This design comes from an exercise in tuning for small area on the open sky130 flow, not from production work. Power is estimated from default activity; no workload was simulated.

try-ember:
## commit_trace_capture
module commit_trace_capture #(
    parameter int DEPTH       = 16,
    parameter int MAX_RECORDS = 3000,
    parameter int DROP_W      = 16
) (
    input  logic                   clk,
    input  logic                   reset,
    input  logic                   capture_en,
    input  logic                   commit_valid,
    input  logic [31:0]            commit_pc,
    input  logic [31:0]            commit_instr,
    input  logic                   rf_we,
    input  logic [4:0]             rf_waddr,
    input  logic [31:0]            rf_wdata,
    output logic                   out_valid,
    input  logic                   out_ready,
    output logic [31:0]            out_data,
    output logic                   overflow,
    output logic [DROP_W-1:0]      drop_count,
    output logic                   done
);
Size in the first run: about 4500 cells after synthesis, roughly 160 I/O pins, about 0.060 mm^2 of cells after synthesis.
==> flow/config.mk <==
export PLATFORM = sky130hd
export DESIGN_NAME = commit_trace_capture
export DESIGN_NICKNAME = commit_trace_capture
export VERILOG_FILES = /design/flow/design.v
export SDC_FILE = /design/flow/constraint.sdc
export NUM_CORES = 4
export LEC_CHECK = 0
export CAP_MARGIN = 0
export CORE_MARGIN = 2
export CORE_UTILIZATION = 65
export CTS_BUF_LIST = sky130_fd_sc_hd__clkbuf_4
export PLACE_DENSITY = 0.75
export SLEW_MARGIN = 0
export SYNTH_HIERARCHICAL = 1
==> flow/constraint.sdc <==
create_clock -name core_clock -period 5.0 [get_ports {clk}]
set_input_delay 1.0000 -clock core_clock [delete_from_list [all_inputs] [get_ports {clk}]]
set_output_delay 1.0000 -clock core_clock [all_outputs]
set_load 0.01 [all_outputs]
run.sh (not shown) runs the stock make flow with config.mk's settings and CLKGATE_MAP_FILE= SYNTH_SCRIPT=/design/flow/synth_recipe.tcl, a recipe that flattens the netlist after the stock synthesis.
Inputs modified between try-ember and try-xenon:
Settings: CTS_BUF_LIST no longer set, was sky130_fd_sc_hd__clkbuf_4; CAP_MARGIN now 20, was 0; SLEW_MARGIN now 20, was 0; CORE_UTILIZATION now 50, was 65; PLACE_DENSITY now 0.6, was 0.75.
==> flow/flow/run.sh (new file) <==
#!/bin/bash
set -euo pipefail
export BUFFER_PORTS_ARGS="-buffer_cell sky130_fd_sc_hd__buf_1"
export CTS_ARGS="-sink_clustering_enable -repair_clock_nets -dont_use_dummy_load -sink_clustering_size 20 -sink_clustering_max_diameter 50 -buf_list sky130_fd_sc_hd__clkbuf_8 -root_buf sky130_fd_sc_hd__clkbuf_16"
bash standard.sh > flow.log 2>&1
==> flow/standard.sh (new file) <==
#!/bin/bash
# synth_recipe.tcl (not shown) runs the flow's synth.tcl, then flattens the netlist and writes it again
# the make line also repeats each setting of config.mk as NAME=value (left out here)
make -C /OpenROAD-flow-scripts/flow DESIGN_CONFIG=/design/flow/config.mk WORK_HOME=/design/flow/orfs CLKGATE_MAP_FILE= SYNTH_SCRIPT=/design/flow/synth_recipe.tcl "${@:-finish}"
removed: flow/run.sh
## What came out
Relative to try-ember, try-xenon degrades die area.
[compare] base=try-ember new=try-xenon: logic depth of the worst path, buffers included went down; via density per instance went down; first-pass GRT wire length went up; shortest clock period the worst path allows after layout went down.
[inputs] try-raven vs try-xenon
==> flow/run.sh (new file) <==
#!/bin/bash
# synth_recipe.tcl (not shown) runs the flow's synth.tcl, then flattens the netlist and writes it again
# the make line also repeats each setting of config.mk as NAME=value (left out here)
make -C /OpenROAD-flow-scripts/flow DESIGN_CONFIG=/design/flow/config.mk WORK_HOME=/design/flow/orfs CLKGATE_MAP_FILE= SYNTH_SCRIPT=/design/flow/synth_recipe.tcl finish
removed: flow/flow/run.sh
removed: flow/standard.sh
--- outcome ---
Looking at cell total after placement across try-raven and try-xenon, the one that comes out higher is try-xenon. For the maximum achievable frequency, try-raven came in about 7% lower than try-xenon did. try-xenon → try-raven: maximum cell stage delay along the critical path went down 0.08 ns; routing usage on met2 went down 0.33 points. For try-raven, the endpoint of the most critical setup path was out_data[28], unlike try-xenon, where it was out_data[0]. Diff try-xenon..try-raven | number of max-capacitance violations reported | unchanged. Cmp try-raven and try-xenon / routed wire length / higher: try-xenon. In try-raven, the first-pass GRT wire length came out about 0.9% below the value in try-xenon. Post-layout worst setup margin: try-raven vs try-xenon down 0.34 ns.
Here is what was changed in the inputs of try-fjord compared with try-raven.
==> flow/flow/run.sh (new file) <==
#!/bin/bash
set -euo pipefail
export BUFFER_PORTS_ARGS="-buffer_cell sky130_fd_sc_hd__buf_1"
export CTS_ARGS="-sink_clustering_enable -repair_clock_nets -dont_use_dummy_load -sink_clustering_size 30 -sink_clustering_max_diameter 60"
bash standard.sh > flow.log 2>&1
==> flow/standard.sh (new file) <==
#!/bin/bash
# synth_recipe.tcl (not shown) runs the flow's synth.tcl, then flattens the netlist and writes it again
# the make line also repeats each setting of config.mk as NAME=value (left out here)
make -C /OpenROAD-flow-scripts/flow DESIGN_CONFIG=/design/flow/config.mk WORK_HOME=/design/flow/orfs CLKGATE_MAP_FILE= SYNTH_SCRIPT=/design/flow/synth_recipe.tcl "${@:-finish}"
removed: flow/run.sh
==> comparison <==
- try-raven → try-fjord: total power per unit cell area down 29 mW/mm^2; worst setup slack after layout up 0.36 ns; part of the power in the clock network down 6.2 points; post-layout utilization of the core down 3.0 points; cell count of the worst reg-to-reg path up 2.
- Synthesis-to-layout area growth (try-fjord over try-raven): decrease, 5.9 points
Function was not checked in any run of this note: the RTL went through the layout flow alone.

-- separate check: timing with driven ports --
How much do the figures lean on ideal ports? The routed layouts below were timed once more, with nothing changed but the port constraints.
Step 1, drivers: a clkbuf_16 drives clk and a buf_2 each remaining input, both assumed.
Step 2 moves the port delays by t, midway between the first and last clock arrival at a register: inputs arrive t later, outputs are due t later. That takes back most of the time a late clock gives input paths.
Three values: no drivers, after step 1, after step 2; two values: the first two.
run	t, ns	setup WS [ns]	worst setup path at the end	clock arrival spread, ns	cell pins on the clock port's net
try-ember	1.291	0.090 / 0.027 / 0.207	input to register	0.122 / 0.122	1
try-xenon	0.772	0.486 / 0.412 / 0.523	input to register	0.101 / 0.100	1
try-raven	0.838	0.145 / 0.068 / 0.023	input to register	0.024 / 0.024	1
try-fjord	0.770	0.505 / 0.428 / 0.519	input to register	0.109 / 0.108	1
After both steps every run listed still meets setup and hold. For try-raven, which loses most, drivers alone change the setup slack by -0.077 ns; drivers and shift together by -0.122 ns.
